Background: an optimization exercise with open tools, aiming at a short achievable clock period and few clock cycles per item. Do not read the settings as production practice.
Function was checked by simulation only, so behaviour that the tests miss may differ from the original.
Power figures rest on the tool's default switching activity, not on a simulated workload.

## flow/design.v (module list and top-level ports; edited modules follow where they fit)
// module mulx_pp: 1157 lines
// module mulx_csa0: 149 lines
// module mulx_csa1: 509 lines
// module mulx_csa2: 541 lines
// module mulx_csa3: 512 lines
// module mulx_csa4: 393 lines
// module mulx_csa5: 214 lines
// module mulx_csa6: 224 lines
// module mulx_gp: 189 lines
// module mulx_pb1: 187 lines
// module mulx_pb2: 183 lines
// module mulx_pb3: 175 lines
// module mulx_pb4: 159 lines
// module mulx_pb5: 127 lines
// module mulx_pb6: 63 lines
// module mulx_sum: 98 lines
// module mulx_front: 1695 lines
// module mulx_back: 586 lines
// module mulx_pipe: 12 lines
// module mul_share_arb: 49 lines
module mul_share_arb #(
    parameter int WIDTH = fpu_pkg::WIDTH_DEFAULT
) (
    input  logic               clk,
    input  logic               rst,
    input  logic               req0_valid,
    output logic               req0_ready,
    input  logic [WIDTH-1:0]   req0_a,
    input  logic [WIDTH-1:0]   req0_b,
    output logic               rsp0_valid,
    input  logic               rsp0_ready,
    output logic [2*WIDTH-1:0] rsp0_prod,
    input  logic               req1_valid,
    output logic               req1_ready,
    input  logic [WIDTH-1:0]   req1_a,
    input  logic [WIDTH-1:0]   req1_b,
    output logic               rsp1_valid,
    input  logic               rsp1_ready,
    output logic [2*WIDTH-1:0] rsp1_prod,
    output logic               busy
);
  // ...
==> flow/run.sh <==
#!/bin/bash
# synth_recipe.tcl (not shown) runs the flow's synth.tcl, then flattens the netlist and writes it again
# the make line also repeats each setting of config.mk as NAME=value (left out here)
make -C /OpenROAD-flow-scripts/flow DESIGN_CONFIG=/design/flow/config.mk WORK_HOME=/design/flow/orfs CLKGATE_MAP_FILE= SYNTH_SCRIPT=/design/flow/synth_recipe.tcl finish
==> flow/config.mk <==
export PLATFORM = sky130hd
export DESIGN_NAME = mul_share_arb
export DESIGN_NICKNAME = mul_share_arb
export VERILOG_FILES = /design/flow/design.v
export SDC_FILE = /design/flow/constraint.sdc
export NUM_CORES = 4
export LEC_CHECK = 0
export CAP_MARGIN = 20
export CORE_MARGIN = 2
export CORE_UTILIZATION = 60
export SETUP_SLACK_MARGIN = 5
export SLEW_MARGIN = 20
export SYNTH_HIERARCHICAL = 1
==> flow/constraint.sdc <==
create_clock -name core_clock -period 8.0 [get_ports {clk}]
set_input_delay 1.6000 -clock core_clock [delete_from_list [all_inputs] [get_ports {clk}]]
set_output_delay 1.6000 -clock core_clock [all_outputs]
set_load 0.01 [all_outputs]
==> flow_summary.yaml, run 1 <==
drt:
  drc: 0
  top_layer_used: "met4"
grt:
  grt_overflow_total: 0
  first_global_vias: 39295
cells_and_area:
  syn2layout_area_growth_pct: -18.9
  multi_input_area_um2: 51500
  n_clock_buffer: 17
  nonClockBufferCount: 875
  regArea_um2: 5660
critical_path:
  crit_chain: "ha_4 > a21o_1 > a21o_1 > a21o_1 > a21o_1 > a21o_1 > a21o_1 > xor2_2 > buf_2"
  critPathKind: "reg -> out"
  crit_buf_inv: 1
  crit_top_cell: "a21o_1"
  endpoint: "rsp1_prod[40]"
  critical_path_required_ns: 6.40
  cp.depth: 9
floorplanning:
  top_level_ports: 203
status:
  status: "complete, no violations"
power:
  swShare: 0.400
  p_int_uw: 14800
  pg_clk_uw: 949
timing:
  slew_viol_final: 0
  setup_tns_ns: 0
  layout_min_cycle_time_ns: 4.68
  hold_slack_ns: 0.680
  slew-limit-headroom: 0.347
clock_network:
  cts_tree: "done"
placed_design:
  place_area_um2: 59900
min_path:
  hold_end: "prio1_q"
Testbench counts, summed over its fixed seeds: cycles 1,608, items 1,600.
==> inputs of run 2 (changes only) <==
--- a/flow/config.mk
+++ b/flow/config.mk
@@ -8,5 +8,5 @@
 export CAP_MARGIN = 20
 export CORE_MARGIN = 2
-export CORE_UTILIZATION = 60
+export CORE_UTILIZATION = 40
 export SETUP_SLACK_MARGIN = 5
 export SLEW_MARGIN = 20
==> flow_summary.yaml, run 2 <==
drt:
  via_per_inst: 4.91
  ant_nets: 0
  dr.pass1.iters: 6
  via_count: 39428
  drt-wirelength-per-cell_um: 24.5
  drt-initial-drc-count: 3036
  routed_wl_um: 197000
  drc: 0
critical_path:
  reg2reg_from: "v1_q"
  startpoint: "u_m1.rows_q[23]"
  critPathLaunchType: "register"
  cp_max_fo: 4
  cp.arrival_ns: 3.02
  endpoint_kind: "output port"
  critPathKind: "reg -> out"
  critical_path_required_ns: 6.40
timing:
  setup_tns_ns: 0
  fmax_mhz: 216
  slew_viol_final: 0
  fin_skew_ns: 0.0290
  period_share: 0.578
  hold_slack_ns: 0.666
  tightestPinTransition_ns: 1.06
  rsz0062_at_grt: "yes"
  finalHoldViolations: 0
  layout_min_cycle_time_ns: 4.62
  slew-limit-headroom: 0.293
  setup_viol: 0
  fin_ws_ns: 3.38
power:
  p_per_area_nw_per_um2: 372
  leakage_uw: 0.0343
  ir_drop_mv: 0.192
floorplanning:
  initial_core_util: 0.403
  top_level_ports: 203
  die_area_um2: 220000
  fp-row-count: 170
  core-area_um2: 215000
  die_width_um: 469
  die-height_um: 469
cells_and_area:
  syn2layout_area_growth_pct: -16.9
  drive_above_1_share: 0.450
  layout_commonest_cell: "and2_1"
  nNetsFinal: 5409
  reg.largest.list: "u_m0.rows_q: 93 flops, u_m1.rows_q: 93 flops"
  final_cell_mix: "1038 x and2_1, 862 x xor3_1, 665 x maj3_2"
  fin_area_um2: 72000
  instances_no_fill: 8033
job:
  max_cap_viol_count: 0
synth:
  synth_nets: 8928
  synth_cells: 8688
  syn_avg_cell_area_um2: 9.98
  syn_area_um2: 86700
  ys.warnings.count: 8
clock_network:
  cts_max_level: 4
  insertion_delay_ns: 0.55
  cts_tree: "done"
  clockRootBuffer: "clkbuf_16"
  hold_buffers: 0
  cts_made_buffers: 17
  clk_path_buf_depth: 2
  clock_sinks: 189
  path_clk_slew_ns: 0.10
grt:
  grt_overflow_total: 0
  grt_first_pass_wirelength_um: 280000
  first_global_vias: 39553
  antenna_found_initial: 26
  grt_max_degree: 78
  grt_usage: 0.171
placed_design:
  gp_congestion: 0.870
  pre_cts_ws_ns: 1.84
  io_buffers: 202
  dp_cells: 7406
  place_area_um2: 61100
  dp_hpwl_um: 133000
min_path:
  hp-class: "reg -> reg"
  worstHoldStart: "prio1_q"
status:
  status: "complete, no violations"
-- run 2: changes by cell type in the layout (fill, tap and decap cells not counted), moves of 23 or more --
cell	change
buf_2	-44
xor2_1	-40
buf_6	+38
xor2_4	+35
and2_1	+30
and2_4	-30
maj3_1	+23
maj3_2	-23
-- run 2: metrics by stage --
step,util,power (uW)
2_1_floorplan,-,30900
3_3_place_gp,0.284,22700
3_5_place_dp,0.284,22700
4_1_cts,0.325,26000
5_1_grt,0.335,28100
6_report,0.335,26800
-- run 2: worst paths after layout --
check | slack, ns | to | cells past startpoint
max in group asynchronous | 6.96 | v1_q | 2
min in group asynchronous | 0.90 | prio1_q | 2
worst min-delay path | 0.67 | prio1_q | 1
worst max-delay path | 3.38 | rsp1_prod[44] | 9
worst max register to register | 5.73 | u_m1.rows_q[39] | 4
worst min register to register | 0.67 | prio1_q | 1
-- run 2: area by class of cell --
type	instances	area, um^2
antenna	14	35.0
clock buffer	17	425
clock inverter	14	159
fill	21069	143000
inverter	2	7.51
multi-input combinational	4089	52200
sequential	189	5660
tap	2838	3550
timing repair buffer	870	10000
-- run 2: worst max-delay path, cell delays in order (launching register included) --
cell	delay (ns)
edfxtp_1	0.58
ha_4	0.31
a21o_1	0.20
a21o_1	0.20
a21o_1	0.20
a21o_1	0.19
a21o_1	0.19
a21o_1	0.20
xor2_4	0.25
buf_6	0.14
-- run 2: what timing repair did --
item	in CTS	in global routing
buffers inserted	377	152
setup endpoints to repair	427	247
gates resized for setup	2090	265
cloned	48	5
pin swaps	728	394
hold endpoints to repair	0	0
-- run 2: routing by layer --
| metal | track usage | up-vias | part of all wire |
|---|---|---|---|
| met1 | 0.253 | 20432 | 0.48 |
| met3 | 0.0183 | 175 | 0.057 |
| met5 | 0 | - | 0 |
| met2 | 0.265 | 1235 | 0.44 |
| met4 | 0.0425 | 0 | 0.022 |
| li1 | - | 17586 | - |
-- run 2: where the power goes --
group | switching (uW) | internal [uW]
Combinational | 10300 | 13000
Clock | 492 | 465
Sequential | 431 | 2160

## re-timing with driven ports
Ports are ideal in the flow. The routed layouts listed here were re-timed in OpenROAD.
Step 1 assumes that a clkbuf_16 drives the clock port and a buf_2 every other input.
Step 2 also shifts input and output timing later by t, the mid clock arrival at the registers, as if the neighbouring blocks saw the same clock.
a / b / c = no drivers / after step 1 / after step 2; a / b = the first two.
run	t, ns	setup slack, ns	latest minus earliest clock arrival (ns)	slew at the worst register clock pin (ns)	worst slew at a driven data input, ns
run 1	0.613	3.320 / 3.249 / 2.872	0.026 / 0.026	0.10 / 0.10	0.14
run 2	0.602	3.376 / 3.311 / 2.836	0.033 / 0.032	0.10 / 0.10	0.26
After both steps setup and hold are still met in every run listed. For run 2, which loses most, drivers alone change the setup slack by -0.065 ns; drivers and shift together by -0.540 ns.
